Context: an optimization exercise on an open-source flow, tuned for a short achievable clock period and few clock cycles per item. The choices shown serve that exercise and are no tape-out recipe. Only simulation tests tie the RTL to the original design; equivalence was not proved. No activity file was given, so power comes from the tool's default toggle rates.

**config.mk**
```make
export PLATFORM = sky130hd
export DESIGN_NAME = mips_pipeline
export DESIGN_NICKNAME = mips_pipeline
export VERILOG_FILES = /design/flow/design.v
export SDC_FILE = /design/flow/constraint.sdc
export NUM_CORES = 4
export LEC_CHECK = 0
export ABC_CLOCK_PERIOD_IN_PS = 2000
export CAP_MARGIN = 20
export CORE_MARGIN = 2
export CORE_UTILIZATION = 60
export SETUP_SLACK_MARGIN = 3.8
export SLEW_MARGIN = 20
export SYNTH_HIERARCHICAL = 1
export TNS_END_PERCENT = 10
```
**constraint.sdc**
```tcl
create_clock -name core_clock -period 7.0 [get_ports {i_clock}]
set_input_delay 1.4000 -clock core_clock [delete_from_list [all_inputs] [get_ports {i_clock}]]
set_output_delay 1.4000 -clock core_clock [all_outputs]
set_load 0.01 [all_outputs]
```
**design.v**
```verilog
`timescale 1ns/1ns
package mips_pkg;
    localparam int DATA_W      = 32;
    localparam int REG_ADDR_W  = 5;
    localparam int IMEM_DEPTH  = 64;
    localparam int DMEM_DEPTH  = 64;
    localparam int IMEM_ADDR_W = 6;
    localparam int DMEM_ADDR_W = 6;    
    localparam int OPCODE_LSB  = 26;
    localparam int RS_LSB      = 21;
    localparam int RT_LSB      = 16;
    localparam int RD_LSB      = 11;
    localparam int IMM_W       = 16;
    typedef enum logic [5:0] {
        OP_RTYPE = 6'h00,
        OP_ADDIU = 6'h09,
        OP_ANDI  = 6'h0c,
        OP_ORI   = 6'h0d,
        OP_LW    = 6'h23,
        OP_SW    = 6'h2b,
        OP_HALT  = 6'h3f
    } opcode_e;
    typedef enum logic [5:0] {
        F_ADDU = 6'h21,
        F_SUBU = 6'h23,
        F_AND  = 6'h24,
        F_OR   = 6'h25,
        F_XOR  = 6'h26,
        F_SLT  = 6'h2a
    } funct_e;
    typedef enum logic [2:0] {
        ALU_ADD,
        ALU_SUB,
        ALU_AND,
        ALU_OR,
        ALU_XOR,
        ALU_SLT
    } alu_op_e;
    typedef enum logic [1:0] {
        FWD_NONE,
        FWD_MEM,
        FWD_WB
    } fwd_sel_e;
    typedef enum logic [1:0] {
        RUN_IDLE,
        RUN_BUSY,
        RUN_DONE
    } run_state_e;
endpackage
`timescale 1ns/1ns
module hb_ks_gp (
    input  logic g1,
    input  logic p1,
    input  logic g0,
    input  logic p0,
    output logic g,
    output logic p
);
    assign g = g1 | (p1 & g0);
    assign p = p1 & p0;
endmodule
module hb_ks_g (
    input  logic g1,
    input  logic p1,
    input  logic g0,
    output logic g
);
    assign g = g1 | (p1 & g0);
endmodule
module hb_add32 (
    input  logic [31:0] a,
    input  logic [31:0] b,
    input  logic        ci,
    output logic [31:0] s
);
    logic [5:0][31:0] gl;
    logic [5:0][31:0] pl;
    logic [31:0]      pp;
    assign pp = a ^ b;
    hb_ks_g u_ci (.g1(a[0] & b[0]), .p1(pp[0]), .g0(ci), .g(gl[0][0]));
    assign gl[0][31:1] = a[31:1] & b[31:1];
    assign pl[0] = pp;
    for (genvar l = 0; l < 5; l++) begin : lvl
        for (genvar i = 0; i < 32; i++) begin : bit_
            if (i >= (1 << l)) begin : gp
                hb_ks_gp u (.g1(gl[l][i]), .p1(pl[l][i]), .g0(gl[l][i-(1<<l)]), .p0(pl[l][i-(1<<l)]),
                            .g(gl[l+1][i]), .p(pl[l+1][i]));
            end else begin : pass
                assign gl[l+1][i] = gl[l][i];
                assign pl[l+1][i] = pl[l][i];
            end
        end
    end
    assign s = pp ^ {gl[5][30:0], ci};
endmodule
module hb_aoi22 #(parameter int W = 32) (
    input  logic         s0,
    input  logic [W-1:0] d0,
    input  logic         s1,
    input  logic [W-1:0] d1,
    output logic [W-1:0] y
);
    assign y = ~(({W{s0}} & d0) | ({W{s1}} & d1));
endmodule
module hb_nand4 #(parameter int W = 32) (
    input  logic [W-1:0] a,
    input  logic [W-1:0] b,
    input  logic [W-1:0] c,
    input  logic [W-1:0] d,
    output logic [W-1:0] y
);
    assign y = ~(a & b & c & d);
endmodule
module hb_nor4 #(parameter int W = 32) (
    input  logic [W-1:0] a,
    input  logic [W-1:0] b,
    input  logic [W-1:0] c,
    input  logic [W-1:0] d,
    output logic [W-1:0] y
);
    assign y = ~(a | b | c | d);
endmodule
module hb_nand2 #(parameter int W = 32) (
    input  logic [W-1:0] a,
    input  logic [W-1:0] b,
    output logic [W-1:0] y
);
    assign y = ~(a & b);
endmodule
module hb_inv #(parameter int W = 32) (
    input  logic [W-1:0] a,
    output logic [W-1:0] y
);
    assign y = ~a;
endmodule
module hb_aor64 #(parameter int W = 32) (
    input  logic [63:0]        sel,
    input  logic [63:0][W-1:0] d,
    output logic [W-1:0]       y
);
    logic [31:0][W-1:0] l1;      
    logic [7:0][W-1:0]  l2;      
    logic [1:0][W-1:0]  l3;      
    for (genvar k = 0; k < 32; k++) begin : a1
        hb_aoi22 #(W) u (.s0(sel[2*k]), .d0(d[2*k]), .s1(sel[2*k+1]), .d1(d[2*k+1]), .y(l1[k]));
    end
    for (genvar k = 0; k < 8; k++) begin : a2
        hb_nand4 #(W) u (.a(l1[4*k]), .b(l1[4*k+1]), .c(l1[4*k+2]), .d(l1[4*k+3]), .y(l2[k]));
    end
    for (genvar k = 0; k < 2; k++) begin : a3
        hb_nor4 #(W) u (.a(l2[4*k]), .b(l2[4*k+1]), .c(l2[4*k+2]), .d(l2[4*k+3]), .y(l3[k]));
    end
    hb_nand2 #(W) a4 (.a(l3[0]), .b(l3[1]), .y(y));
endmodule
module hb_aor32 #(parameter int W = 32) (
    input  logic [31:0]        sel,
    input  logic [31:0][W-1:0] d,
    output logic [W-1:0]       y
);
    logic [15:0][W-1:0] l1;      
    logic [3:0][W-1:0]  l2;      
    logic [W-1:0]       l3;      
    for (genvar k = 0; k < 16; k++) begin : a1
        hb_aoi22 #(W) u (.s0(sel[2*k]), .d0(d[2*k]), .s1(sel[2*k+1]), .d1(d[2*k+1]), .y(l1[k]));
    end
    for (genvar k = 0; k < 4; k++) begin : a2
        hb_nand4 #(W) u (.a(l1[4*k]), .b(l1[4*k+1]), .c(l1[4*k+2]), .d(l1[4*k+3]), .y(l2[k]));
    end
    hb_nor4 #(W) a3 (.a(l2[0]), .b(l2[1]), .c(l2[2]), .d(l2[3]), .y(l3));
    hb_inv #(W) a4 (.a(l3), .y(y));
endmodule
module hb_sel7 (
    input  logic [6:0]  s,
    input  logic [31:0] d0,
    input  logic [31:0] d1,
    input  logic [31:0] d2,
    input  logic [31:0] d3,
    input  logic [31:0] d4,
    input  logic [31:0] d5,
    input  logic [31:0] d6,
    output logic [31:0] y
);
    assign y = ({32{s[0]}} & d0) | ({32{s[1]}} & d1) | ({32{s[2]}} & d2) | ({32{s[3]}} & d3)
             | ({32{s[4]}} & d4) | ({32{s[5]}} & d5) | ({32{s[6]}} & d6);
endmodule
`timescale 1ns/1ns
module mips_pipeline (
    input  logic        i_clock,
    input  logic        i_arst_n,
    input  logic        i_run_req,
    output logic        o_run_ack,
    input  logic        i_imem_we,
    input  logic [5:0]  i_imem_addr,
    input  logic [31:0] i_imem_data,
    input  logic [4:0]  i_dbg_addr,
    output logic [31:0] o_dbg_data
);
    localparam logic [1:0] ST_IDLE = 2'd0;
    localparam logic [1:0] ST_RUN  = 2'd1;
    localparam logic [1:0] ST_DONE = 2'd2;
    logic [1:0]  state;
    logic        running;            
    logic        idle_req;           
    logic        commit;             
    logic        cmt_pend;           
    logic        rb_pend;            
    logic        spec_done;          
    logic [63:0][31:0] imem;
    logic [63:0] written;            
    logic [6:0]  spc;                
    logic [64:0] spc_oh;             
    logic [6:0]  spc_inc;
    logic        halted;             
    logic        wq_we;
    logic [5:0]  wq_addr;
    logic [31:0] wq_data;
    logic [31:0] pre0;
    logic [31:0] pre1;
    logic        pv0;                
    logic        pv1;
    logic        pre_ok;             
    logic        f_q;                
    logic        stall;              
    localparam int UL_N = 16;
    logic [UL_N-1:0][5:0]  ul_addr;
    logic [UL_N-1:0][31:0] ul_data;
    logic [4:0]  ul_cnt;
    logic        restoring;          
    logic [4:0]  sf_cnt;             
    logic        st_block;
    logic        wr;
    logic        bus_hit;
    logic        q_hit;
    logic        pre_avail;
    logic        avail;
    logic        fetch;
    logic        if_halt;
    logic [31:0] pre_w;
    logic [31:0] next_ir;
    logic [31:0] ir;
    logic        ir_valid;
    logic        ir_halt;
    logic [31:0] rs_oh;              
    logic [31:0] rt_oh;
    assign spc_inc   = spc + 7'd1;
    assign wr        = i_imem_we && !running;
    assign bus_hit   = wr && !spc[6] && (i_imem_addr == spc[5:0]);
    assign q_hit     = wq_we && (wq_addr == spc[5:0]);
    assign pre_avail = pre_ok && (running || (f_q ? pv1 : pv0));
    assign avail     = bus_hit || q_hit || pre_avail;
    assign if_halt   = ir_valid && ir_halt;
    assign pre_w     = f_q ? pre1 : pre0;
    assign next_ir   = bus_hit ? i_imem_data : q_hit ? wq_data : pre_w;
    assign st_block  = !running && (sf_cnt == 5'(UL_N)) && (next_ir[31:26] == 6'h2b);
    assign fetch     = avail && !spc[6] && !halted && !if_halt && !rb_pend && !restoring && !st_block && !stall;
    logic [6:0]  spc_next;
    always_comb begin
        if (commit || rb_pend) spc_next = '0;
        else if (fetch)        spc_next = spc_inc;
        else                   spc_next = spc;
    end
    logic [31:0] imem_at0;
    logic [31:0] imem_at1;
    logic        wr_at0;
    logic        wr_at1;
    logic [63:0] sel_at1;
    assign sel_at1 = {spc_oh[62:0], 1'b0};
    hb_aor64 #(32) u_imem_at0 (.sel(spc_oh[63:0]), .d(imem), .y(imem_at0));
    hb_aor64 #(32) u_imem_at1 (.sel(sel_at1), .d(imem), .y(imem_at1));
    hb_aor64 #(1)  u_wr_at0 (.sel(spc_oh[63:0]), .d(written), .y(wr_at0));
    hb_aor64 #(1)  u_wr_at1 (.sel(sel_at1), .d(written), .y(wr_at1));
    always_ff @(posedge i_clock) begin
        wq_addr <= i_imem_addr;
        wq_data <= i_imem_data;
        if (wq_we) imem[wq_addr] <= wq_data;
        pre0    <= (wq_we && wq_addr == spc[5:0])     ? wq_data : imem_at0;
        pre1    <= (wq_we && wq_addr == spc_inc[5:0]) ? wq_data : imem_at1;
        if (!stall) begin
            ir      <= next_ir;
            ir_halt <= (next_ir[31:26] == 6'h3f);
            for (int r = 0; r < 32; r++) begin
                rs_oh[r] <= (r != 0) && (next_ir[25:21] == 5'(r));
                rt_oh[r] <= (r != 0) && (next_ir[20:16] == 5'(r));
            end
        end
    end
    always_ff @(posedge i_clock or negedge i_arst_n) begin
        if (!i_arst_n) begin
            wq_we    <= 1'b0;
            written  <= '0;
            spc      <= '0;
            spc_oh   <= 65'd1;
            halted   <= 1'b0;
            ir_valid <= 1'b0;
            rb_pend  <= 1'b0;
            pv0      <= 1'b0;
            pv1      <= 1'b0;
            pre_ok   <= 1'b0;
            f_q      <= 1'b0;
            sf_cnt   <= '0;
        end else begin
            wq_we   <= wr;
            rb_pend <= wr && ({1'b0, i_imem_addr} < spc);
            pv0     <= !commit && (wr_at0 || (wq_we && wq_addr == spc[5:0]));
            pv1     <= !commit && (wr_at1 || (wq_we && wq_addr == spc_inc[5:0]));
            pre_ok  <= !(commit || rb_pend);
            f_q     <= fetch;
            spc     <= spc_next;
            if (commit || rb_pend) spc_oh <= 65'd1;
            else if (fetch)        spc_oh <= {spc_oh[63:0], 1'b0};
            if (commit || rb_pend) sf_cnt <= '0;
            else if (fetch && !running && next_ir[31:26] == 6'h2b) sf_cnt <= sf_cnt + 5'd1;
            if (commit) begin
                written  <= '0;
                halted   <= 1'b0;
                ir_valid <= 1'b0;
            end else begin
                if (wq_we) written[wq_addr] <= 1'b1;
                if (rb_pend) begin
                    halted   <= 1'b0;
                    ir_valid <= 1'b0;
                end else if (!stall) begin
                    if (if_halt) halted <= 1'b1;
                    ir_valid <= fetch;
                end
            end
        end
    end
    logic [31:0][31:0] s_regs;
    logic [31:0][31:0] a_regs;
    logic        wb_we;
    logic [4:0]  wb_dest;
    logic [31:0] wb_oh;              
    logic [31:0] res_q;              
    logic [5:0]  opcode;
    logic [5:0]  funct;
    logic [4:0]  rs;
    logic [4:0]  rt;
    logic [4:0]  rd;
    logic        d_we;
    logic [4:0]  d_dest;
    logic        d_imm;
    logic        d_zext;
    logic        d_st;
    logic        d_mem;
    logic        d_halt;
    logic [6:0]  d_op;               
    logic [31:0] rs_raw;
    logic [31:0] rt_raw;
    logic [31:0] rs_val;
    logic [31:0] rt_val;
    logic [31:0] imm_val;
    assign opcode = ir[31:26];
    assign funct  = ir[5:0];
    assign rs     = ir[25:21];
    assign rt     = ir[20:16];
    assign rd     = ir[15:11];
    always_comb begin
        d_we   = 1'b0;
        d_dest = rt;
        d_imm  = 1'b1;
        d_zext = 1'b0;
        d_st   = 1'b0;
        d_mem  = 1'b0;
        d_halt = 1'b0;
        d_op   = 7'b0000001;
        case (opcode)
            6'h00: begin
                d_imm  = 1'b0;
                d_dest = rd;
                d_we   = 1'b1;
                case (funct)
                    6'h21:   d_op = 7'b0000001;
                    6'h23:   d_op = 7'b0000010;
                    6'h24:   d_op = 7'b0000100;
                    6'h25:   d_op = 7'b0001000;
                    6'h26:   d_op = 7'b0010000;
                    6'h2a:   d_op = 7'b0100000;
                    default: d_we = 1'b0;
                endcase
            end
            6'h09: d_we = 1'b1;
            6'h0c: begin d_we = 1'b1; d_zext = 1'b1; d_op = 7'b0000100; end
            6'h0d: begin d_we = 1'b1; d_zext = 1'b1; d_op = 7'b0001000; end
            6'h23: begin d_we = 1'b1; d_mem = 1'b1; d_op = 7'b1000000; end
            6'h2b: begin d_st = 1'b1; d_mem = 1'b1; end
            6'h3f: d_halt = 1'b1;
            default: ;
        endcase
        if (d_dest == 5'd0) d_we = 1'b0;
    end
    hb_aor32 #(32) u_rs_read (.sel(rs_oh), .d(s_regs), .y(rs_raw));
    hb_aor32 #(32) u_rt_read (.sel(rt_oh), .d(s_regs), .y(rt_raw));
    assign rs_val  = (wb_we && wb_dest == rs && rs != 5'd0) ? res_q : rs_raw;
    assign rt_val  = (wb_we && wb_dest == rt && rt != 5'd0) ? res_q : rt_raw;
    assign imm_val = {d_zext ? 16'd0 : {16{ir[15]}}, ir[15:0]};
    assign d_fa    = ex_wen && (ex_dest == rs);
    assign d_fb    = ex_wen && (ex_dest == rt);
    assign d_fs    = d_fb;
    logic [7:0]  res_lo;
    logic [7:0]  base_lo;
    logic [7:0]  ap;
    logic [7:0]  ag;
    logic        c2;
    logic [63:0] d_dsel;
    logic        ex_slow;
    assign stall   = ir_valid && d_mem && d_fa && ex_slow;
    assign base_lo = d_fa ? res_lo : rs_val[7:0];
    assign ap = base_lo ^ ir[7:0];
    assign ag = base_lo & ir[7:0];
    assign c2 = ag[1] | (ap[1] & ag[0]);
    always_comb begin
        for (int k = 0; k < 64; k++) begin
            logic [7:0] kk;
            logic       m;
            kk = {6'(k), 2'b00};
            m  = ((ap[2] ^ kk[2]) == c2);
            for (int i = 3; i < 8; i++)
                m = m & ((ap[i] ^ kk[i]) == (ag[i-1] | (ap[i-1] & !kk[i-1])));
            d_dsel[k] = m;
        end
    end
    logic        ex_valid;
    logic        ex_we;
    logic        ex_st;
    logic        ex_halt;
    logic [4:0]  ex_dest;
    logic [6:0]  ex_op;
    logic [31:0] ex_a;
    logic [31:0] ex_b;
    logic [31:0] ex_bn;              
    logic [31:0] ex_s;
    logic [7:0]  ex_off;             
    logic        d_fa;               
    logic        d_fb;
    logic        d_fs;
    logic [63:0][31:0] dmem;
    logic [31:0] op_a;
    logic [31:0] op_b;
    logic [31:0] st_data;
    logic [31:0] sum;
    logic [31:0] dif;
    logic        slt;
    logic [63:0] dsel;               
    logic [5:0]  ex_idx;
    logic [31:0] ld_data;
    logic [31:0] result;
    logic        ex_wen;
    logic        ex_sen;
    assign op_a    = ex_a;
    assign op_b    = ex_b;
    assign st_data = ex_s;
    hb_add32 u_sum (.a(op_a), .b(op_b), .ci(1'b0), .s(sum));
    hb_add32 u_dif (.a(op_a), .b(ex_bn), .ci(1'b1), .s(dif));
    assign slt     = (op_a[31] ^ op_b[31]) ? op_a[31] : dif[31];
    hb_aor64 #(32) u_ld_read (.sel(dsel), .d(dmem), .y(ld_data));
    assign res_lo  = ({8{ex_op[0]}} & sum[7:0])
                   | ({8{ex_op[1]}} & dif[7:0])
                   | ({8{ex_op[2]}} & (op_a[7:0] & op_b[7:0]))
                   | ({8{ex_op[3]}} & (op_a[7:0] | op_b[7:0]))
                   | ({8{ex_op[4]}} & (op_a[7:0] ^ op_b[7:0]));
    hb_sel7 u_result (.s(ex_op), .d0(sum), .d1(dif), .d2(op_a & op_b), .d3(op_a | op_b),
                      .d4(op_a ^ op_b), .d5({31'd0, slt}), .d6(ld_data), .y(result));
    assign ex_wen  = ex_valid && ex_we;
    assign ex_sen  = ex_valid && ex_st;
    always_ff @(posedge i_clock or negedge i_arst_n) begin
        if (!i_arst_n) begin
            ex_valid  <= 1'b0;
            wb_we     <= 1'b0;
            wb_oh     <= '0;
            spec_done <= 1'b0;
        end else if (rb_pend) begin
            ex_valid  <= 1'b0;
            wb_we     <= 1'b0;
            wb_oh     <= '0;
            spec_done <= 1'b0;
        end else if (commit) begin
            ex_valid  <= 1'b0;
            wb_we     <= ex_wen;
            for (int r = 0; r < 32; r++) wb_oh[r] <= ex_wen && (ex_dest == 5'(r));
            spec_done <= 1'b0;
        end else begin
            ex_valid  <= ir_valid && !stall;
            wb_we     <= ex_wen;
            for (int r = 0; r < 32; r++) wb_oh[r] <= ex_wen && (ex_dest == 5'(r));
            if (ex_valid && ex_halt) spec_done <= 1'b1;
        end
    end
    always_ff @(posedge i_clock) begin
        ex_we   <= d_we;
        ex_st   <= d_st;
        ex_halt <= d_halt;
        ex_dest <= d_dest;
        ex_op   <= d_op;
        ex_a    <= d_fa ? result : rs_val;
        ex_b    <= d_imm ? imm_val : d_fb ? result : rt_val;
        ex_bn   <= ~(d_imm ? imm_val : d_fb ? result : rt_val);
        ex_s    <= d_fs ? result : rt_val;
        ex_off  <= ir[7:0];
        ex_slow <= d_op[5] | d_op[6];
        dsel    <= d_dsel;
        ex_idx  <= 6'((base_lo + ir[7:0]) >> 2);
        res_q   <= result;
        wb_dest <= ex_dest;
    end
    always_ff @(posedge i_clock) begin
        s_regs[0] <= 32'd0;
        for (int r = 1; r < 32; r++) begin
            if (rb_pend) s_regs[r] <= a_regs[r];
            else if (wb_oh[r]) s_regs[r] <= res_q;
        end
    end
    logic [5:0]  st_idx;
    logic        st_we;
    logic        ul_push;
    assign st_idx      = ex_idx;
    assign st_we       = ex_sen && !rb_pend;
    assign ul_push     = st_we && !running && !commit;
    always_ff @(posedge i_clock) begin
        for (int w = 0; w < 64; w++) begin
            if (restoring) begin
                if (ul_addr[0] == 6'(w)) dmem[w] <= ul_data[0];
            end else if (st_we && dsel[w]) begin
                dmem[w] <= st_data;
            end
        end
        if (restoring) begin
            for (int i = 0; i < UL_N - 1; i++) begin
                ul_addr[i] <= ul_addr[i+1];
                ul_data[i] <= ul_data[i+1];
            end
        end else if (ul_push) begin
            ul_addr[0] <= st_idx;
            ul_data[0] <= ld_data;
            for (int i = 1; i < UL_N; i++) begin
                ul_addr[i] <= ul_addr[i-1];
                ul_data[i] <= ul_data[i-1];
            end
        end
    end
    always_ff @(posedge i_clock or negedge i_arst_n) begin
        if (!i_arst_n) begin
            ul_cnt    <= '0;
            restoring <= 1'b0;
        end else if (restoring) begin
            ul_cnt    <= ul_cnt - 5'd1;
            restoring <= (ul_cnt != 5'd1);
        end else if (rb_pend) begin
            restoring <= (ul_cnt != 5'd0);
        end else if (commit) begin
            ul_cnt    <= '0;
        end else if (ul_push) begin
            ul_cnt    <= ul_cnt + 5'd1;
        end
    end
    always_ff @(posedge i_clock) begin
        a_regs[0] <= 32'd0;
        if (cmt_pend) begin
            for (int r = 1; r < 32; r++)
                a_regs[r] <= wb_oh[r] ? res_q : s_regs[r];
        end
    end
    assign running  = (state == ST_RUN);
    assign idle_req = (state == ST_IDLE) && i_run_req;
    assign commit   = (running || idle_req) && !rb_pend && !restoring && (spec_done || (ex_valid && ex_halt) || if_halt);
    always_ff @(posedge i_clock or negedge i_arst_n) begin
        if (!i_arst_n) begin
            state     <= ST_IDLE;
            o_run_ack <= 1'b0;
            cmt_pend  <= 1'b0;
        end else begin
            o_run_ack <= (commit || state == ST_DONE) && i_run_req;
            cmt_pend  <= commit;
            case (state)
                ST_IDLE: if (i_run_req) state <= commit ? ST_DONE : ST_RUN;
                ST_RUN:  if (commit) state <= ST_DONE;
                ST_DONE: if (!i_run_req) state <= ST_IDLE;
                default: state <= ST_IDLE;
            endcase
        end
    end
    logic        use_s;
    logic [31:0] dbg_sr;
    logic [31:0] dbg_s;
    logic [31:0] dbg_a;
    assign use_s  = running || cmt_pend || idle_req;
    logic [31:0] dbg_oh;
    always_comb begin
        for (int r = 0; r < 32; r++) dbg_oh[r] = (r != 0) && (i_dbg_addr == 5'(r));
    end
    hb_aor32 #(32) u_dbg_s (.sel(dbg_oh), .d(s_regs), .y(dbg_sr));
    hb_aor32 #(32) u_dbg_a (.sel(dbg_oh), .d(a_regs), .y(dbg_a));
    assign dbg_s  = (ex_wen && ex_dest == i_dbg_addr) ? result
                  : (wb_we && wb_dest == i_dbg_addr && i_dbg_addr != 5'd0) ? res_q
                  : dbg_sr;
    always_ff @(posedge i_clock) begin
        o_dbg_data <= use_s ? dbg_s : dbg_a;
    end
endmodule
```
**run.sh**
```bash
#!/bin/bash
# synth_recipe.tcl (not shown) runs the flow's synth.tcl, then flattens the netlist and writes it again
# the make line also repeats each setting of config.mk as NAME=value (left out here)
make -C /OpenROAD-flow-scripts/flow DESIGN_CONFIG=/design/flow/config.mk WORK_HOME=/design/flow/orfs CLKGATE_MAP_FILE= SYNTH_SCRIPT=/design/flow/synth_recipe.tcl finish
```
==> results of run 1 <==
-- final timing paths --
check / depth (start not counted) / endpoint / from
setup / recovery: 15 / dsel[23]$_DFF_P_ / rs_oh[30]$_DFFE_PN_
hold / removal: 1 / written[47]$_DFFE_PN0P_ / i_arst_n
setup reg to reg: 15 / dsel[23]$_DFF_P_ / rs_oh[30]$_DFFE_PN_
hold reg to reg: 0 / ul_data[492]$_DFFE_PP_ / ul_data[460]$_DFFE_PP_
max in group asynchronous: 2 / restoring$_DFF_PN0_ / i_arst_n
min in group core_clock: 1 / wq_addr[2]$_DFF_P_ / i_imem_addr[2]
-- worst register-to-register path, cell delays in order, from the launching register on --
cell and delay, ns:
edfxtp_1 0.44, clkbuf_16 0.27, a22oi_1 0.23, nand4_1 0.28, nor4_4 0.62, inv_1 0.15, mux2i_2 0.25, nand2_2 0.12
and2_4 0.21, buf_6 0.12, inv_4 0.05, fa_2 0.50, nor2b_4 0.21, buf_6 0.15, nand2_4 0.07, nor4_4 0.45
-- final cells by class --
type | instances | area, um2
Tap cell | 7533 | 9430
Clock buffer | 1037 | 20800
Multi-Input combinational cell | 14400 | 128000
Clock inverter | 386 | 4090
Antenna cell | 88 | 220
Sequential cell | 7360 | 207000
Inverter | 272 | 1050
Timing Repair Buffer | 1400 | 15100
Fill cell | 40200 | 182000
-- layout by cell type, fill, tap and decap left out, types with 218 or more instances in the layout --
master / n
edfxtp_1: 5791
a22oi_1: 5087
mux2_2: 4572
nand4_1: 1312
dfxtp_1: 1270
buf_4: 878
clkbuf_16: 782
nor4_2: 295
a21o_1: 293
inv_1: 255
nor2_1: 253
nand2_1: 218
-- power breakdown --
group	internal (mW)	switching (mW)	total [mW]
sequential	62.6	8.99	71.6
clock	23.0	18.0	40.9
combinational	24.4	40.8	65.2
total	110	67.8	178
-- stage by stage --
| step | power [mW] | hold WS (ns) | cell area [um2] |
|---|---|---|---|
| finish | 178 | 0.183 | 385000 |
| global route | 181 | 0.200 | 385000 |
| CTS | 169 | 0.145 | 379000 |
| detailed placement | 124 | 0.431 | 348000 |
| global placement | 123 | 0.423 | 348000 |
| floorplan | 101 | 0.386 | 343000 |
-- what timing repair did --
item / CTS / global route
pin swaps: 146 / 341
setup buffers: 260 / 240
endpoints found under the hold margin: 0 / 0
endpoints found under the setup margin: 5304 / 5907
gates resized for setup: 647 / 758
gates cloned: 39 / 19
hold buffers: 0 / 0
-- per-layer routing --
| layer | share of wire (%) | global-route usage, % | up-vias |
|---|---|---|---|
| met3 | 14 | 13.6 | 4502 |
| met2 | 42 | 59.9 | 19200 |
| li1 | - | - | 97700 |
| met5 | 0.041 | 0.175 | - |
| met4 | 8.0 | 28.0 | 62 |
| met1 | 36 | 56.2 | 124000 |
-- flip-flops by register name (all words and copies together), names as in the netlist, 64 cells and up --
register  count
ul_addr      96
a_regs      992
dmem       2048
imem       2048
written      64
ul_data     512
dsel         64
s_regs      992
spc_oh       64
==> summary.txt, run 1 <==
Run status
  • Status: complete, no violations

Clocking
  • Root Buffer: clkbuf_16
  • Clock buffer depth: 4
  • CTS tree: done
  • Clock Sinks: 7360
  • CTS Buf Count: 761
  • Htree depth: 6
  • CTS clk-pin slew, worst paths: 0.06 ns
  • Clock latency (worst-skew pair): 1.19 ns

Global routing
  • Vias in the first global route: 228000
  • Largest net degree at the start of global routing: 196
  • Initial antenna violation count: 100
  • First-pass GRT wire length: 1740000 um
  • GRT Resource Usage Total: 42.4%
  • Congestion Overflow GR: 0

STA
  • Clock Skews: 0.0906 ns
  • Slew Limit Fails: 0
  • Worst Slack Setup Final: 2.69 ns
  • Slew HR: 9.26%
  • Setup tns final: 0 ns
  • Worst slew pin tran: 1.35 ns
  • Final Hold Viols: 0
  • RSZ-0062 raised after global routing: yes
  • Fmax: 232 MHz
  • Final-report setup violation count: 0
  • Tcrit/Tclk final: 61.6%
  • Fin crit period: 4.31 ns

Cells and area
  • Post-Layout Cell Count: 32500
  • Area grow syn2layout: 12.9%
  • Fin util: 67.9%
  • Final #Nets: 24400
  • Share of cells above drive strength 1: 33.8%

Die
  • Die width: 758 um
  • # IOs: 80
  • Core Area: 568000 um2
  • Initial Util: 60.1%
  • Placement Rows: 277
  • DIE AREA: 575000 um2
  • Die extent in y: 758 um

Critical path
  • CP Data Arrival Time: 5.27 ns
  • Critical Path RT: 7.96 ns
  • CP bufs+invs: 5
  • Critical Path Sink Type: flip-flop
  • Slowest-stage cell, CP: nor4_4
  • Top cell family by delay on the critical path: simple AND/OR/NAND/NOR gates
  • Setup CP Type: flip-flop to flip-flop
  • Worst reg2reg setup slack: 2.69 ns
  • Crit-path max FO: 16
  • Crit start category: flip-flop
  • CP Cell Sequence: clkbuf_16, a22oi_1, nand4_1, nor4_4, inv_1, mux2i_2, nand2_2, and2_4, buf_6, inv_4, fa_2, nor2b_4, buf_6, nand2_4, nor4_4
  • Crit-path max cell delay: 0.62 ns

Synth
  • Syn avg cell area: 14.3 um2
  • Mapped Cells: 23800
  • Mapped cell area: 341000 um2
  • Synth warnings: 7

Placement
  • Worst slack, placed: 1.30 ns
  • Detail Placement HPWL: 750000 um
  • Placed cells: 30400
  • Final GP Congestion: 0.979
  • Port Buffers: 79

Detailed routing
  • WL/cell: 39.2 um
  • Vias: 246000
  • Antenna viol nets, final: 0
  • DRC viols: 0
  • Vias per cell: 7.57
  • DRT Wirelength: 1270000 um
  • DRT iter0 DRCs: 41100
  • Drt first pass iters: 22

Power and ir drop
  • Pleak: 129 nW
  • PwrDens: 461 nW/um2
  • Peak supply drop: 681 uV

Hold path
  • Worst hold path type: primary input to asynchronous set/reset pin

Flow run
  • Max-cap violations: 0
Testbench counts, summed over its fixed seeds: cycles 45,539, programs 800.
==> run 2, diff against run 1 <==
--- a/design.v
+++ b/design.v
@@ -134,4 +134,33 @@
     assign y = ~a;
 endmodule
+module hb_nor2 #(parameter int W = 32) (
+    input  logic [W-1:0] a,
+    input  logic [W-1:0] b,
+    output logic [W-1:0] y
+);
+    assign y = ~(a | b);
+endmodule
+module hb_ortree #(parameter int W = 32, parameter int N = 32, parameter bit INV = 1) (
+    input  logic [N-1:0][W-1:0] d,
+    output logic [W-1:0]        y
+);
+    if (N == 1) begin : leaf
+        if (INV) begin : i
+            hb_inv #(W) u (.a(d[0]), .y(y));
+        end else begin : t
+            assign y = d[0];
+        end
+    end else begin : node
+        logic [N/2-1:0][W-1:0] h;
+        for (genvar k = 0; k < N / 2; k++) begin : g
+            if (INV) begin : n
+                hb_nand2 #(W) u (.a(d[2*k]), .b(d[2*k+1]), .y(h[k]));
+            end else begin : r
+                hb_nor2 #(W) u (.a(d[2*k]), .b(d[2*k+1]), .y(h[k]));
+            end
+        end
+        hb_ortree #(.W(W), .N(N / 2), .INV(!INV)) up (.d(h), .y(y));
+    end
+endmodule
 module hb_aor64 #(parameter int W = 32) (
     input  logic [63:0]        sel,
@@ -140,16 +169,8 @@
 );
     logic [31:0][W-1:0] l1;      
-    logic [7:0][W-1:0]  l2;      
-    logic [1:0][W-1:0]  l3;      
     for (genvar k = 0; k < 32; k++) begin : a1
         hb_aoi22 #(W) u (.s0(sel[2*k]), .d0(d[2*k]), .s1(sel[2*k+1]), .d1(d[2*k+1]), .y(l1[k]));
     end
-    for (genvar k = 0; k < 8; k++) begin : a2
-        hb_nand4 #(W) u (.a(l1[4*k]), .b(l1[4*k+1]), .c(l1[4*k+2]), .d(l1[4*k+3]), .y(l2[k]));
-    end
-    for (genvar k = 0; k < 2; k++) begin : a3
-        hb_nor4 #(W) u (.a(l2[4*k]), .b(l2[4*k+1]), .c(l2[4*k+2]), .d(l2[4*k+3]), .y(l3[k]));
-    end
-    hb_nand2 #(W) a4 (.a(l3[0]), .b(l3[1]), .y(y));
+    hb_ortree #(.W(W), .N(32), .INV(1)) t (.d(l1), .y(y));
 endmodule
 module hb_aor32 #(parameter int W = 32) (
@@ -159,14 +180,8 @@
 );
     logic [15:0][W-1:0] l1;      
-    logic [3:0][W-1:0]  l2;      
-    logic [W-1:0]       l3;      
     for (genvar k = 0; k < 16; k++) begin : a1
         hb_aoi22 #(W) u (.s0(sel[2*k]), .d0(d[2*k]), .s1(sel[2*k+1]), .d1(d[2*k+1]), .y(l1[k]));
     end
-    for (genvar k = 0; k < 4; k++) begin : a2
-        hb_nand4 #(W) u (.a(l1[4*k]), .b(l1[4*k+1]), .c(l1[4*k+2]), .d(l1[4*k+3]), .y(l2[k]));
-    end
-    hb_nor4 #(W) a3 (.a(l2[0]), .b(l2[1]), .c(l2[2]), .d(l2[3]), .y(l3));
-    hb_inv #(W) a4 (.a(l3), .y(y));
+    hb_ortree #(.W(W), .N(16), .INV(1)) t (.d(l1), .y(y));
 endmodule
 module hb_sel7 (
@@ -184,4 +199,27 @@
              | ({32{s[4]}} & d4) | ({32{s[5]}} & d5) | ({32{s[6]}} & d6);
 endmodule
+module hb_sad (
+    input  logic [7:0]  base,
+    input  logic [7:0]  off,
+    output logic [63:0] sel
+);
+    logic [7:0] ap;
+    logic [7:0] ag;
+    logic       c2;
+    assign ap = base ^ off;
+    assign ag = base & off;
+    assign c2 = ag[1] | (ap[1] & ag[0]);
+    always_comb begin
+        for (int k = 0; k < 64; k++) begin
+            logic [7:0] kk;
+            logic       m;
+            kk = {6'(k), 2'b00};
+            m  = ((ap[2] ^ kk[2]) == c2);
+            for (int i = 3; i < 8; i++)
+                m = m & ((ap[i] ^ kk[i]) == (ag[i-1] | (ap[i-1] & !kk[i-1])));
+            sel[k] = m;
+        end
+    end
+endmodule
 `timescale 1ns/1ns
 module mips_pipeline (
@@ -243,4 +281,8 @@
     logic [31:0] rs_oh;              
     logic [31:0] rt_oh;
+    logic        fa_q;
+    logic        fb_q;
+    logic        wa_q;
+    logic        wt_q;
     assign spc_inc   = spc + 7'd1;
     assign wr        = i_imem_we && !running;
@@ -392,33 +434,21 @@
     hb_aor32 #(32) u_rs_read (.sel(rs_oh), .d(s_regs), .y(rs_raw));
     hb_aor32 #(32) u_rt_read (.sel(rt_oh), .d(s_regs), .y(rt_raw));
-    assign rs_val  = (wb_we && wb_dest == rs && rs != 5'd0) ? res_q : rs_raw;
-    assign rt_val  = (wb_we && wb_dest == rt && rt != 5'd0) ? res_q : rt_raw;
+    assign rs_val  = wa_q ? res_q : rs_raw;
+    assign rt_val  = wt_q ? res_q : rt_raw;
     assign imm_val = {d_zext ? 16'd0 : {16{ir[15]}}, ir[15:0]};
-    assign d_fa    = ex_wen && (ex_dest == rs);
-    assign d_fb    = ex_wen && (ex_dest == rt);
-    assign d_fs    = d_fb;
+    assign d_fa    = fa_q;
+    assign d_fb    = fb_q;
+    assign d_fs    = fb_q;
     logic [7:0]  res_lo;
-    logic [7:0]  base_lo;
-    logic [7:0]  ap;
-    logic [7:0]  ag;
-    logic        c2;
     logic [63:0] d_dsel;
     logic        ex_slow;
+    logic [63:0] sel_rs;
+    logic [63:0] sel_wb;
+    logic [63:0] sel_ex;
     assign stall   = ir_valid && d_mem && d_fa && ex_slow;
-    assign base_lo = d_fa ? res_lo : rs_val[7:0];
-    assign ap = base_lo ^ ir[7:0];
-    assign ag = base_lo & ir[7:0];
-    assign c2 = ag[1] | (ap[1] & ag[0]);
-    always_comb begin
-        for (int k = 0; k < 64; k++) begin
-            logic [7:0] kk;
-            logic       m;
-            kk = {6'(k), 2'b00};
-            m  = ((ap[2] ^ kk[2]) == c2);
-            for (int i = 3; i < 8; i++)
-                m = m & ((ap[i] ^ kk[i]) == (ag[i-1] | (ap[i-1] & !kk[i-1])));
-            d_dsel[k] = m;
-        end
-    end
+    hb_sad u_sad_rs (.base(rs_raw[7:0]), .off(ir[7:0]), .sel(sel_rs));
+    hb_sad u_sad_wb (.base(res_q[7:0]),  .off(ir[7:0]), .sel(sel_wb));
+    hb_sad u_sad_ex (.base(res_lo),      .off(ir[7:0]), .sel(sel_ex));
+    assign d_dsel  = d_fa ? sel_ex : wa_q ? sel_wb : sel_rs;
     logic        ex_valid;
     logic        ex_we;
@@ -443,5 +473,4 @@
     logic        slt;
     logic [63:0] dsel;               
-    logic [5:0]  ex_idx;
     logic [31:0] ld_data;
     logic [31:0] result;
@@ -464,4 +493,17 @@
     assign ex_wen  = ex_valid && ex_we;
     assign ex_sen  = ex_valid && ex_st;
+    always_ff @(posedge i_clock) begin
+        if (!stall) begin
+            fa_q <= ir_valid && d_we && (d_dest == next_ir[25:21]);
+            fb_q <= ir_valid && d_we && (d_dest == next_ir[20:16]);
+            wa_q <= ex_wen && (ex_dest == next_ir[25:21]);
+            wt_q <= ex_wen && (ex_dest == next_ir[20:16]);
+        end else begin
+            fa_q <= 1'b0;
+            fb_q <= 1'b0;
+            wa_q <= ex_wen && (ex_dest == rs);
+            wt_q <= ex_wen && (ex_dest == rt);
+        end
+    end
     always_ff @(posedge i_clock or negedge i_arst_n) begin
         if (!i_arst_n) begin
@@ -500,5 +542,4 @@
         ex_slow <= d_op[5] | d_op[6];
         dsel    <= d_dsel;
-        ex_idx  <= 6'((base_lo + ir[7:0]) >> 2);
         res_q   <= result;
         wb_dest <= ex_dest;
@@ -511,8 +552,11 @@
         end
     end
-    logic [5:0]  st_idx;
+    logic [5:0]  st_idx;             
     logic        st_we;
     logic        ul_push;
-    assign st_idx      = ex_idx;
+    always_comb begin
+        st_idx = '0;
+        for (int k = 0; k < 64; k++) if (dsel[k]) st_idx = st_idx | 6'(k);
+    end
     assign st_we       = ex_sen && !rb_pend;
     assign ul_push     = st_we && !running && !commit;
--- a/config.mk
+++ b/config.mk
@@ -6,10 +6,9 @@
 export NUM_CORES = 4
 export LEC_CHECK = 0
-export ABC_CLOCK_PERIOD_IN_PS = 2000
 export CAP_MARGIN = 20
 export CORE_MARGIN = 2
-export CORE_UTILIZATION = 60
+export CORE_UTILIZATION = 55
 export SETUP_SLACK_MARGIN = 3.8
 export SLEW_MARGIN = 20
 export SYNTH_HIERARCHICAL = 1
-export TNS_END_PERCENT = 10
+export TNS_END_PERCENT = 100
==> summary.txt, run 2 <==
Run status
  • Status: complete, no violations

STA
  • Setup tns final: 0 ns (unchanged)
  • Fmax: 282 MHz (+22%)
  • Fin crit period: 3.54 ns (-0.767 ns)
  • Tcrit/Tclk final: 50.6% (-11 points)
  • Clock Skews: 0.0838 ns (-0.00675 ns)
  • Slew Limit Fails: 0 (unchanged)
  • Final Hold Viols: 0 (unchanged)
  • Worst slew pin tran: 1.25 ns (-0.0962 ns)
  • Slew HR: 15.9% (+6.6 points)
  • RSZ-0062 raised after global routing: yes
  • Worst Slack Setup Final: 3.46 ns (+0.767 ns)
  • Final-report setup violation count: 0 (unchanged)

Critical path
  • Top cell family by delay on the critical path: simple AND/OR/NAND/NOR gates
  • Slowest-stage cell, CP: edfxtp_1
  • Crit-path max FO: 23 (+7)
  • Crit-path max cell delay: 0.47 ns (-0.15 ns)
  • CP bufs+invs: 5 (unchanged)
  • WP depth: 16 (+1)
  • Crit start category: flip-flop
  • Setup CP Type: flip-flop to flip-flop
  • Critical Path RT: 8.06 ns (+0.10 ns)
  • Worst reg2reg path depth: 16 (+1)
  • CP Cell Sequence: buf_4, buf_12, a22oi_1, nand2_1, nor2_4, nand2_4, nor2_4, inv_2, inv_1, ha_4, xor2_4, buf_4, nand3_4, nor3_2, mux2i_1, o21ai_4
  • Critical Path Sink Type: flip-flop
  • CP Data Arrival Time: 4.60 ns (-0.67 ns)

Detailed routing
  • Vias per cell: 6.82 (-9.9%)
  • DRC viols: 0 (unchanged)
  • DRT iter0 DRCs: 36000 (-13%)
  • WL/cell: 34.6 um (-12%)
  • Vias: 251000 (+2.1%)
  • Drt first pass iters: 10 (-55%)
  • DRT Wirelength: 1270000 um (about the same)
  • Antenna viol nets, final: 0 (unchanged)

Clocking
  • CTS Buf Count: 771 (+1.3%)
  • CTS tree: done
  • Hold_buf cts: 0 (unchanged)
  • Htree depth: 6 (unchanged)
  • CTS clk-pin slew, worst paths: 0.06 ns (about the same)
  • Clock latency (worst-skew pair): 1.20 ns (about the same)
  • Clock buffer depth: 4 (unchanged)
  • Clock Sinks: 7358 (-0.027%)
  • Root Buffer: clkbuf_16

Cells and area
  • Area grow syn2layout: 12.5%
  • Share of cells above drive strength 1: 29.7% (-4.0 points)
  • Commonest non-fill, non-tap cell in the layout: edfxtp_1
  • Top Registers: dmem: 2048 flops, imem: 2048 flops
  • Fin util: 62.1% (-5.8 points)
  • Storage element area: 207000 um2 (about the same)
  • Area occupied by multi-input gates: 139000 um2 (+8.4%)
  • Fill count: 49500 (+23%)
  • Post-route cell area: 395000 um2 (+2.5%)
  • Final #Nets: 27900 (+14%)
  • Most frequent cells in the layout: edfxtp_1 (5791), a22oi_1 (5156), mux2_2 (4651)

Global routing
  • GRT Resource Usage Total: 37.8% (-4.6 points)
  • Vias in the first global route: 234000 (+2.6%)
  • Initial antenna violation count: 75 (-25%)
  • First-pass GRT wire length: 1760000 um (+1.3%)
  • Congestion Overflow GR: 0 (unchanged)
  • Largest net degree at the start of global routing: 155 (-21%)

Synth
  • Mapped Cells: 27600 (+16%)
  • Synth warnings: 8 (+1)
  • Syn avg cell area: 12.7 um2 (-11%)
  • Mapped cell area: 351000 um2 (+2.8%)

Die
  • DIE AREA: 645000 um2 (+12%)
  • Initial Util: 55.2% (-4.9 points)
  • Die width: 803 um (+5.9%)
  • Core Area: 636000 um2 (+12%)
  • # IOs: 80 (unchanged)
  • Die extent in y: 803 um (+5.9%)
  • Placement Rows: 293 (+5.8%)

Placement
  • Port Buffers: 79 (unchanged)
  • Final GP Congestion: 0.993 (+1.4%)
  • Placed inst area: 357000 um2 (+2.6%)
  • Worst slack, placed: 1.67 ns (+0.362 ns)
  • Detail Placement HPWL: 794000 um (+5.9%)

Power and ir drop
  • Peak supply drop: 1240 uV (+81%)
  • PwrDens: 493 nW/um2 (+6.9%)
  • Pleak: 147 nW (+14%)

Hold path
  • Worst hold path type: primary input to asynchronous set/reset pin

Flow run
  • Max-cap violations: 0 (unchanged)
run 2: per-layer routing:
metal,vias up,GRT usage (%),share of wire [%]
li1,105000,-,-
met1,127000,50.0,38
met2,15400,55.7,43
met3,3247,9.96,12
met4,42,23.5,7.4
met5,-,0,0.031
run 2: cell type report:
type | count | area share (%)
clock inverters | 381 | 0.945
diodes | 56 | 0.0355
inverters | 329 | 0.319
multi-input cells | 18000 | 35.1
flip-flops and latches | 7358 | 52.4
repair buffers | 1189 | 3.19
clock buffers | 1046 | 5.40
well taps | 8407 | 2.66
run 2: power breakdown:
group	total [mW]	internal, mW	switching [mW]
Sequential	72.1	63.2	8.92
Combinational	81.2	28.7	52.4
Clock	41.4	23.5	17.9
run 2: path summary, 6_finish.rpt:
kind                                             from                     to  slack [ns]
worst max-delay path               rs_oh[6]$_DFFE_PN_       dsel[15]$_DFF_P_        3.46
worst min-delay path                         i_arst_n  spc_oh[7]$_DFFE_PN0P_        0.22
worst max register to register     rs_oh[6]$_DFFE_PN_       dsel[15]$_DFF_P_        3.46
worst min register to register  ul_addr[89]$_DFFE_PP_  ul_addr[95]$_DFFE_PP_        0.45
max in group asynchronous                    i_arst_n    wb_oh[31]$_DFF_PN0_        5.36
min in group core_clock                i_imem_addr[3]     wq_addr[3]$_DFF_P_        0.42
run 2: metrics by stage:
step / power, mW / cells / hold WS, ns
3_5_place_dp: 134 / 34900 / 0.431
5_1_grt: 199 / 36700 / 0.251
4_1_cts: 187 / 36600 / 0.196
6_report: 195 / 36800 / 0.216
3_3_place_gp: 133 / 34900 / 0.425
2_1_floorplan: 110 / 27800 / 0.329
run 2: what timing repair did:
action                     4_1_cts  5_1_grt
resized for setup             1514      591
setup endpoints to repair     7098     2992
cloned                          38        7
buffers inserted               247      103
pin swaps                      270      220
Testbench counts of run 2, summed over its fixed seeds: cycles 45,539, programs 800.
==> run 3, diff against run 2 <==
--- a/design.v
+++ b/design.v
@@ -222,4 +222,30 @@
     end
 endmodule
+module hb_sel6 (
+    input  logic [5:0]  s,
+    input  logic [31:0] d0,
+    input  logic [31:0] d1,
+    input  logic [31:0] d2,
+    input  logic [31:0] d3,
+    input  logic [31:0] d4,
+    input  logic [31:0] d5,
+    output logic [31:0] y
+);
+    assign y = ({32{s[0]}} & d0) | ({32{s[1]}} & d1) | ({32{s[2]}} & d2) | ({32{s[3]}} & d3)
+             | ({32{s[4]}} & d4) | ({32{s[5]}} & d5);
+endmodule
+module hb_sad3 (
+    input  logic [7:0]  a,
+    input  logic [7:0]  b,
+    input  logic [7:0]  off,
+    input  logic        cin,
+    output logic [63:0] sel
+);
+    logic [7:0] s;
+    logic [7:0] c;
+    assign s = a ^ b ^ off;
+    assign c = (a & b) | (a & off) | (b & off);
+    hb_sad u (.base(s), .off({c[6:0], cin}), .sel(sel));
+endmodule
 `timescale 1ns/1ns
 module mips_pipeline (
@@ -440,5 +466,4 @@
     assign d_fb    = fb_q;
     assign d_fs    = fb_q;
-    logic [7:0]  res_lo;
     logic [63:0] d_dsel;
     logic        ex_slow;
@@ -447,7 +472,6 @@
     logic [63:0] sel_ex;
     assign stall   = ir_valid && d_mem && d_fa && ex_slow;
-    hb_sad u_sad_rs (.base(rs_raw[7:0]), .off(ir[7:0]), .sel(sel_rs));
+    hb_sad u_sad_rs (.base(base_f), .off(ir[7:0]), .sel(sel_rs));
     hb_sad u_sad_wb (.base(res_q[7:0]),  .off(ir[7:0]), .sel(sel_wb));
-    hb_sad u_sad_ex (.base(res_lo),      .off(ir[7:0]), .sel(sel_ex));
     assign d_dsel  = d_fa ? sel_ex : wa_q ? sel_wb : sel_rs;
     logic        ex_valid;
@@ -484,13 +508,61 @@
     assign slt     = (op_a[31] ^ op_b[31]) ? op_a[31] : dif[31];
     hb_aor64 #(32) u_ld_read (.sel(dsel), .d(dmem), .y(ld_data));
-    assign res_lo  = ({8{ex_op[0]}} & sum[7:0])
-                   | ({8{ex_op[1]}} & dif[7:0])
-                   | ({8{ex_op[2]}} & (op_a[7:0] & op_b[7:0]))
-                   | ({8{ex_op[3]}} & (op_a[7:0] | op_b[7:0]))
-                   | ({8{ex_op[4]}} & (op_a[7:0] ^ op_b[7:0]));
-    hb_sel7 u_result (.s(ex_op), .d0(sum), .d1(dif), .d2(op_a & op_b), .d3(op_a | op_b),
-                      .d4(op_a ^ op_b), .d5({31'd0, slt}), .d6(ld_data), .y(result));
+    logic [31:0] result6;
+    hb_sel6 u_result (.s({ex_op[6], ex_op[4:0]}), .d0(sum), .d1(dif), .d2(op_a & op_b),
+                      .d3(op_a | op_b), .d4(op_a ^ op_b), .d5(ld_data), .y(result6));
+    assign result  = {result6[31:1], result6[0] | (ex_op[5] & slt)};
     assign ex_wen  = ex_valid && ex_we;
     assign ex_sen  = ex_valid && ex_st;
+    logic [63:0] sx_add;
+    logic [63:0] sx_sub;
+    logic [63:0] sx_and;
+    logic [63:0] sx_or;
+    logic [63:0] sx_xor;
+    hb_sad3 u_sx_add (.a(op_a[7:0]), .b(op_b[7:0]),  .off(ir[7:0]), .cin(1'b0), .sel(sx_add));
+    hb_sad3 u_sx_sub (.a(op_a[7:0]), .b(ex_bn[7:0]), .off(ir[7:0]), .cin(1'b1), .sel(sx_sub));
+    hb_sad  u_sx_and (.base(op_a[7:0] & op_b[7:0]), .off(ir[7:0]), .sel(sx_and));
+    hb_sad  u_sx_or  (.base(op_a[7:0] | op_b[7:0]), .off(ir[7:0]), .sel(sx_or));
+    hb_sad  u_sx_xor (.base(op_a[7:0] ^ op_b[7:0]), .off(ir[7:0]), .sel(sx_xor));
+    assign sel_ex = ({64{ex_op[0]}} & sx_add) | ({64{ex_op[1]}} & sx_sub) | ({64{ex_op[2]}} & sx_and)
+                  | ({64{ex_op[3]}} & sx_or) | ({64{ex_op[4]}} & sx_xor);
+    logic [31:0][7:0] s_regs_lo;
+    for (genvar r = 0; r < 32; r++) begin : g_lo
+        assign s_regs_lo[r] = s_regs[r][7:0];
+    end
+    logic [4:0]  rs_bus;
+    logic [4:0]  rs_wq;
+    logic [4:0]  rs_pre;
+    logic [31:0] oh_bus;
+    logic [31:0] oh_wq;
+    logic [31:0] oh_pre;
+    logic [7:0]  rd_bus;
+    logic [7:0]  rd_wq;
+    logic [7:0]  rd_pre;
+    logic [7:0]  rd_ir;
+    logic [7:0]  base_f;
+    assign rs_bus = i_imem_data[25:21];
+    assign rs_wq  = wq_data[25:21];
+    assign rs_pre = pre_w[25:21];
+    always_comb begin
+        for (int r = 0; r < 32; r++) begin
+            oh_bus[r] = (r != 0) && (rs_bus == 5'(r));
+            oh_wq[r]  = (r != 0) && (rs_wq == 5'(r));
+            oh_pre[r] = (r != 0) && (rs_pre == 5'(r));
+        end
+    end
+    hb_aor32 #(8) u_base_bus (.sel(oh_bus), .d(s_regs_lo), .y(rd_bus));
+    hb_aor32 #(8) u_base_wq  (.sel(oh_wq),  .d(s_regs_lo), .y(rd_wq));
+    hb_aor32 #(8) u_base_pre (.sel(oh_pre), .d(s_regs_lo), .y(rd_pre));
+    hb_aor32 #(8) u_base_ir  (.sel(rs_oh),  .d(s_regs_lo), .y(rd_ir));
+    always_ff @(posedge i_clock) begin
+        if (stall)
+            base_f <= (wb_we && wb_dest == rs && rs != 5'd0) ? res_q[7:0] : rd_ir;
+        else if (bus_hit)
+            base_f <= (wb_we && wb_dest == rs_bus && rs_bus != 5'd0) ? res_q[7:0] : rd_bus;
+        else if (q_hit)
+            base_f <= (wb_we && wb_dest == rs_wq && rs_wq != 5'd0) ? res_q[7:0] : rd_wq;
+        else
+            base_f <= (wb_we && wb_dest == rs_pre && rs_pre != 5'd0) ? res_q[7:0] : rd_pre;
+    end
     always_ff @(posedge i_clock) begin
         if (!stall) begin
@@ -605,4 +677,6 @@
         end
     end
+    logic        ack_q;
+    assign o_run_ack = ack_q && i_run_req;
     assign running  = (state == ST_RUN);
     assign idle_req = (state == ST_IDLE) && i_run_req;
@@ -611,8 +685,8 @@
         if (!i_arst_n) begin
             state     <= ST_IDLE;
-            o_run_ack <= 1'b0;
+            ack_q     <= 1'b0;
             cmt_pend  <= 1'b0;
         end else begin
-            o_run_ack <= (commit || state == ST_DONE) && i_run_req;
+            ack_q     <= (commit || state == ST_DONE) && i_run_req;
             cmt_pend  <= commit;
             case (state)
@@ -635,9 +709,9 @@
     hb_aor32 #(32) u_dbg_s (.sel(dbg_oh), .d(s_regs), .y(dbg_sr));
     hb_aor32 #(32) u_dbg_a (.sel(dbg_oh), .d(a_regs), .y(dbg_a));
-    assign dbg_s  = (ex_wen && ex_dest == i_dbg_addr) ? result
-                  : (wb_we && wb_dest == i_dbg_addr && i_dbg_addr != 5'd0) ? res_q
-                  : dbg_sr;
+    assign dbg_s  = (wb_we && wb_dest == i_dbg_addr && i_dbg_addr != 5'd0) ? res_q : dbg_sr;
+    logic        dbg_ex;
+    assign dbg_ex = use_s && ex_wen && (ex_dest == i_dbg_addr);
     always_ff @(posedge i_clock) begin
-        o_dbg_data <= use_s ? dbg_s : dbg_a;
+        o_dbg_data <= dbg_ex ? result : use_s ? dbg_s : dbg_a;
     end
 endmodule
==> summary.txt, run 3 <==
Placement
  • Port Buffers: 79 (unchanged)
  • Placed inst area: 374000 um2 (+4.6%)
  • Final GP Congestion: 1.00 (+1.0%)
  • Detail Placement HPWL: 870000 um (+9.6%)

STA
  • Tcrit/Tclk final: 50.3% (-0.29 points)
  • Slew HR: 14.0% (-1.9 points)
  • Clock Skews: 0.119 ns (+0.0352 ns)
  • Fin crit period: 3.52 ns (-0.0205 ns)
  • Slew Limit Fails: 0 (unchanged)
  • Worst slew pin tran: 1.29 ns (+0.0364 ns)
  • RSZ-0062 raised after global routing: yes
  • Fmax: 284 MHz (+0.58%)
  • Final-report setup violation count: 0 (unchanged)
  • Final Hold Viols: 0 (unchanged)
  • Setup tns final: 0 ns (unchanged)

Global routing
  • Congestion Overflow GR: 0 (unchanged)
  • Vias in the first global route: 254000 (+8.7%)
  • GRT Resource Usage Total: 39.7% (+1.9 points)
  • Initial antenna violation count: 111 (+48%)
  • First-pass GRT wire length: 1940000 um (+9.8%)
  • Largest net degree at the start of global routing: 201 (+30%)

Detailed routing
  • Vias per cell: 6.95 (+1.8%)
  • DRT iter0 DRCs: 40300 (+12%)
  • Antenna viol nets, final: 0 (unchanged)
  • DRT Wirelength: 1420000 um (+11%)
  • Vias: 273000 (+8.8%)
  • Drt first pass iters: 9 (-1)
  • WL/cell: 36.0 um (+4.0%)
  • DRC viols: 0 (unchanged)

Flow run
  • Max-cap violations: 0 (unchanged)

Die
  • Placement Rows: 300 (+2.4%)
  • Core Area: 667000 um2 (+4.8%)
  • Die width: 822 um (+2.3%)
  • # IOs: 80 (unchanged)
  • DIE AREA: 675000 um2 (+4.7%)
  • Die extent in y: 822 um (+2.3%)
  • Initial Util: 55.2% (about the same)

Critical path
  • Critical Path RT: 7.97 ns (-0.09 ns)
  • Crit-path max FO: 4 (-83%)
  • Worst reg2reg path depth: 12 (-4)
  • Worst reg2reg setup slack: 3.48 ns (+0.02 ns)
  • Critical Path Sink Type: flip-flop
  • Setup CP Type: flip-flop to flip-flop
  • Crit start category: flip-flop
  • Worst r2r src: ir[1]$_DFFE_PN_
  • R2r endpoint: dsel[45]$_DFF_P_
  • CP Data Arrival Time: 4.50 ns (-0.10 ns)

Cells and area
  • Share of cells above drive strength 1: 28.9% (-0.78 points)
  • Area grow syn2layout: 11.3%
  • Fill count: 53000 (+7.2%)
  • Commonest non-fill, non-tap cell in the layout: edfxtp_1
  • Final #Nets: 29900 (+7.3%)
  • Post-route cell area: 409000 um2 (+3.6%)
  • Most frequent cells in the layout: edfxtp_1 (5791), a22oi_1 (5254), mux2_2 (4628)
  • Top Registers: dmem: 2048 flops, imem: 2048 flops

Synth
  • Syn avg cell area: 12.3 um2 (-2.9%)
  • Mapped Cells: 29800 (+7.9%)
  • Synth warnings: 8 (unchanged)
  • Mapped cell area: 368000 um2 (+4.8%)

Clocking
  • Htree depth: 6 (unchanged)
  • Clock latency (worst-skew pair): 1.20 ns (about the same)
  • CTS tree: done
  • Root Buffer: clkbuf_16
  • CTS clk-pin slew, worst paths: 0.06 ns (about the same)
  • CTS Buf Count: 778 (+0.91%)
  • Clock buffer depth: 4 (unchanged)
  • Clock Sinks: 7366 (+0.11%)

Power and ir drop
  • NetSw: 99.9 mW (+26%)
  • Logic pwr share: 46.0% (+4.3 points)
  • Internal Power: 119 mW (+3.3%)
  • PwrDens: 535 nW/um2 (+8.6%)
  • Sw Share: 45.6% (+4.9 points)
  • Flop pwr share: 35.3% (-1.7 points)
  • Clock share of power: 18.7% (-2.6 points)
  • Pleak: 151 nW (+3.2%)
  • Peak supply drop: 961 uV (-22%)

Run status
  • Status: complete, no violations

Hold path
  • Worst hold path type: primary input to asynchronous set/reset pin
## run 3: timing repair
item,in CTS,in global routing
cloned,20,25
hold buffers,0,0
endpoints found under the setup margin,5564,3309
pin swaps,213,162
setup buffers,224,122
resized for setup,1202,483
## run 3: routing by layer
metal	global-route usage, %	up-vias	share of wire, %
met5	0.219	-	0.049
met4	21.9	42	6.6
met3	12.1	3844	13
met2	58.2	17900	43
met1	52.7	138000	38
li1	-	113000	-
## run 3: worst max-delay path by stage
stage | start | endpoint | slack (ns) | cells after the start
after CTS | ir[1]$_DFFE_PN_ | dsel[0]$_DFF_P_ | 3.66 | 13
final | ir[1]$_DFFE_PN_ | dsel[45]$_DFF_P_ | 3.48 | 12
after global routing | ir[1]$_DFFE_PN_ | dsel[0]$_DFF_P_ | 3.55 | 13
after floorplan | wq_we$_DFF_PN0_ | sf_cnt[3]$_DFFE_PN0P_ | -10.78 | 7
after detailed placement | i_imem_addr[5] | spc_oh[14]$_DFFE_PN0P_ | 1.45 | 8
after global placement | i_dbg_addr[2] | o_dbg_data[29]$_DFF_P_ | 1.46 | 14
## run 3: area by class of cell
type / count / area [um2] / share of cell area (%)
timing repair buffer: 1202 / 12500 / 3.06
sequential: 7366 / 207000 / 50.6
inverter: 402 / 1530 / 0.374
clock inverter: 359 / 3380 / 0.825
clock buffer: 1086 / 21500 / 5.26
antenna: 94 / 235 / 0.0575
multi-input combinational: 19900 / 152000 / 37.1
tap: 8909 / 11100 / 2.72
## run 3: critical path, stage by stage, from the launching register on
cell and delay (ns):
edfxtp_1 0.43, buf_12 0.18, fa_1 0.45, ha_2 0.20
a31oi_4 0.19, buf_6 0.13, buf_12 0.09, xor2_4 0.19
buf_12 0.15, buf_12 0.12, nor3_4 0.03, a222oi_1 0.85
a31oi_2 0.31
## run 3: power groups by stage
stage / registers, mW / clock network (mW) / logic [mW]
6_report: 77.4 / 41.0 / 101
5_1_grt: 78.2 / 42.9 / 103
4_1_cts: 76.8 / 41.3 / 93.8
3_5_place_dp: 77.7 / 0 / 85.4
3_3_place_gp: 77.4 / 0 / 84.5
2_1_floorplan: 74.4 / 0 / 48.6
## run 3: metrics by stage
stage / total power, mW / setup slack, ns / hold slack, ns / utilization (%) / instances
finish: 219 / 3.48 / 0.105 / 61.4 / 39300
global route: 224 / 3.55 / 0.149 / 61.4 / 39300
CTS: 212 / 3.66 / 0.109 / 60.8 / 39100
detailed placement: 163 / 1.45 / 0.430 / 56.1 / 37400
global placement: 162 / 1.46 / 0.423 / 56.0 / 37400
floorplan: 123 / -10.78 / 0.329 / - / 30000
Testbench counts of run 3, summed over its fixed seeds: cycles 44,739, programs 800.
==> run 4, diff against run 3 <==
--- a/design.v
+++ b/design.v
@@ -248,4 +248,18 @@
     hb_sad u (.base(s), .off({c[6:0], cin}), .sel(sel));
 endmodule
+module hb_sel7w (
+    input  logic [6:0]  s,
+    input  logic [63:0] d0,
+    input  logic [63:0] d1,
+    input  logic [63:0] d2,
+    input  logic [63:0] d3,
+    input  logic [63:0] d4,
+    input  logic [63:0] d5,
+    input  logic [63:0] d6,
+    output logic [63:0] y
+);
+    assign y = ({64{s[0]}} & d0) | ({64{s[1]}} & d1) | ({64{s[2]}} & d2) | ({64{s[3]}} & d3)
+             | ({64{s[4]}} & d4) | ({64{s[5]}} & d5) | ({64{s[6]}} & d6);
+endmodule
 `timescale 1ns/1ns
 module mips_pipeline (
@@ -470,9 +484,7 @@
     logic [63:0] sel_rs;
     logic [63:0] sel_wb;
-    logic [63:0] sel_ex;
     assign stall   = ir_valid && d_mem && d_fa && ex_slow;
     hb_sad u_sad_rs (.base(base_f), .off(ir[7:0]), .sel(sel_rs));
     hb_sad u_sad_wb (.base(res_q[7:0]),  .off(ir[7:0]), .sel(sel_wb));
-    assign d_dsel  = d_fa ? sel_ex : wa_q ? sel_wb : sel_rs;
     logic        ex_valid;
     logic        ex_we;
@@ -524,6 +536,8 @@
     hb_sad  u_sx_or  (.base(op_a[7:0] | op_b[7:0]), .off(ir[7:0]), .sel(sx_or));
     hb_sad  u_sx_xor (.base(op_a[7:0] ^ op_b[7:0]), .off(ir[7:0]), .sel(sx_xor));
-    assign sel_ex = ({64{ex_op[0]}} & sx_add) | ({64{ex_op[1]}} & sx_sub) | ({64{ex_op[2]}} & sx_and)
-                  | ({64{ex_op[3]}} & sx_or) | ({64{ex_op[4]}} & sx_xor);
+    logic [6:0] dsel_src;
+    assign dsel_src = {!d_fa && !wa_q, !d_fa && wa_q, {5{d_fa}} & ex_op[4:0]};
+    hb_sel7w u_dsel (.s(dsel_src), .d0(sx_add), .d1(sx_sub), .d2(sx_and), .d3(sx_or), .d4(sx_xor),
+                     .d5(sel_wb), .d6(sel_rs), .y(d_dsel));
     logic [31:0][7:0] s_regs_lo;
     for (genvar r = 0; r < 32; r++) begin : g_lo
==> summary.txt, run 4 <==
Placement
  • Worst slack, placed: 1.33 ns (-0.121 ns)
  • Final GP Congestion: 0.998 (-0.52%)
  • Detail Placement HPWL: 881000 um (+1.3%)
  • Placed cells: 37400 (-0.027%)

Clocking
  • Root Buffer: clkbuf_16
  • CTS tree: done
  • Hold_buf cts: 0 (unchanged)
  • Clock latency (worst-skew pair): 1.21 ns (about the same)
  • Htree depth: 6 (unchanged)
  • CTS Buf Count: 770 (-1.0%)
  • CTS clk-pin slew, worst paths: 0.06 ns (about the same)
  • Clock Sinks: 7366 (unchanged)
  • Clock buffer depth: 4 (unchanged)

Critical path
  • CP bufs+invs: 9 (+4)
  • Critical Path RT: 8.05 ns (+0.08 ns)
  • Crit start category: flip-flop
  • Crit-path max cell delay: 0.42 ns (-0.43 ns)
  • CP Data Arrival Time: 4.46 ns (-0.04 ns)
  • R2r endpoint: spc_oh[22]$_DFFE_PN0P_
  • Worst r2r src: spc[4]$_DFFE_PN0P_
  • CP Cell Sequence: clkinvlp_4, ha_4, and3_1, and4_4, buf_6, buf_6, a22o_4, nand4_4, o31ai_4, buf_12, buf_6, buf_12, buf_8, buf_12, buf_16, o21ai_2
  • Slowest-stage cell, CP: and4_4
  • Top cell family by delay on the critical path: buffers and inverters
  • Worst reg2reg path depth: 16 (+4)
  • Worst reg2reg setup slack: 3.59 ns (+0.12 ns)
  • Critical Path Sink Type: flip-flop
  • Critical path startpoint: spc[4]$_DFFE_PN0P_
  • Crit-path max FO: 8 (+4)

Global routing
  • Initial antenna violation count: 114 (+2.7%)
  • Vias in the first global route: 252000 (-0.91%)
  • First-pass GRT wire length: 1930000 um (-0.44%)
  • GRT Resource Usage Total: 39.5% (-0.22 points)

Die
  • # IOs: 80 (unchanged)
  • Die width: 821 um (about the same)
  • DIE AREA: 675000 um2 (about the same)
  • Placement Rows: 300 (unchanged)
  • Initial Util: 55.1% (about the same)

Synth
  • Synth warnings: 8 (unchanged)
  • Mapped cell area: 367000 um2 (about the same)
  • Syn avg cell area: 12.4 um2 (+0.18%)
  • Mapped Cells: 29700 (-0.25%)

Detailed routing
  • Vias per cell: 6.93 (-0.27%)
  • Drt first pass iters: 8 (-1)
  • WL/cell: 35.6 um (-1.1%)
  • DRC viols: 0 (unchanged)
  • DRT Wirelength: 1400000 um (-1.2%)
  • DRT iter0 DRCs: 41600 (+3.3%)
  • Vias: 272000 (-0.39%)

Cells and area
  • Post-Layout Cell Count: 39300 (-0.12%)
  • Commonest non-fill, non-tap cell in the layout: edfxtp_1
  • Share of cells above drive strength 1: 29.1% (+0.18 points)
  • Most frequent cells in the layout: edfxtp_1 (5791), a22oi_1 (5307), mux2_2 (4636)
  • Fill count: 53100 (+0.11%)
  • Area grow syn2layout: 11.1%
  • Final #Nets: 29900 (-0.11%)

STA
  • Worst slew pin tran: 1.24 ns (-0.0477 ns)
  • RSZ-0062 raised after global routing: yes
  • Fmax: 293 MHz (+3.4%)
  • Slew HR: 16.6% (+2.6 points)
  • Fin crit period: 3.41 ns (-0.116 ns)
  • Setup tns final: 0 ns (unchanged)
  • Final-report setup violation count: 0 (unchanged)
  • Final Hold Viols: 0 (unchanged)
  • Slew Limit Fails: 0 (unchanged)
  • Tcrit/Tclk final: 48.7% (-1.7 points)
  • Worst Slack Setup Final: 3.59 ns (+0.116 ns)

Power and ir drop
  • PwrDens: 505 nW/um2 (-5.7%)
  • Peak supply drop: 1190 uV (+23%)
  • Pleak: 152 nW (+0.61%)

Hold path
  • Worst hold path type: primary input to asynchronous set/reset pin

Run status
  • Status: complete, no violations
[run 4: cell count changes in the layout (fill, tap and decap cells not counted), sizes merged, moves of 40 or more]
cell / change
nand3: +136
clkbuf: -71
mux2i: -62
buf: +40
nand2: -66
nor2b: -67
a22oi: +66
a211oi: -71
a31oi: -64
[run 4: layer usage]
metal,track usage [%],vias to the layer above,wire (um)
met1,53.1,138000,535000
met4,20.6,48,90600
met5,0,-,518
met3,13.2,3521,187000
met2,56.8,17700,586000
li1,-,113000,-
[run 4: repair_timing]
item / in CTS / in global routing
setup buffers: 220 / 114
setup endpoints to repair: 7375 / 3332
resized for setup: 1088 / 532
cloned: 32 / 11
pin swaps: 152 / 108
[run 4: power by group]
group,total (mW),switching (mW),leakage [nW],internal (mW)
Clock,41.8,18.1,12.4,23.7
Combinational,90.9,63.1,72.8,27.8
Sequential,73.6,10.7,67.2,62.9
Total,206,91.9,152,114
[run 4: worst max path at each step]
stage                                  end  slack (ns)  depth (start not counted)
finish              spc_oh[22]$_DFFE_PN0P_        3.59                         16
CTS                              o_run_ack        3.57                          2
global route        spc_oh[22]$_DFFE_PN0P_        3.60                         16
detailed placement  spc_oh[48]$_DFFE_PN0P_        1.33                         13
floorplan             ir_valid$_DFFE_PN0P_      -10.53                          9
global placement    spc_oh[48]$_DFFE_PN0P_        1.47                         13
[run 4: final cells by class]
class	count	area, um2	share of cell area (%)
antenna	86	215	0.0527
clock buffer	1018	21000	5.14
clock inverter	415	4360	1.07
inverter	404	1550	0.380
multi-input combinational	19800	150000	36.8
sequential	7366	207000	50.7
tap	8909	11100	2.73
timing repair buffer	1250	12800	3.13
[run 4: stage by stage]
step	power (mW)	hold WS [ns]	area, um2	utilization [%]
3_5_place_dp	152	0.431	373000	56.0
6_report	206	0.246	408000	61.3
5_1_grt	211	0.298	408000	61.2
4_1_cts	199	0.230	405000	60.7
2_1_floorplan	119	0.329	368000	-
3_3_place_gp	151	0.427	373000	56.0
[run 4: worst reg2reg max path, delay by kind of cell, from the launching register on]
kind / cells / cell delay (ns)
AND/OR/NAND/NOR: 3 / 0.72
flip-flops: 1 / 0.40
buffers and inverters: 9 / 1.32
AO/OA/AOI/OAI: 3 / 0.50
adder cells (fa/ha/maj): 1 / 0.38
Testbench counts of run 4, summed over its fixed seeds: cycles 44,739, programs 800.
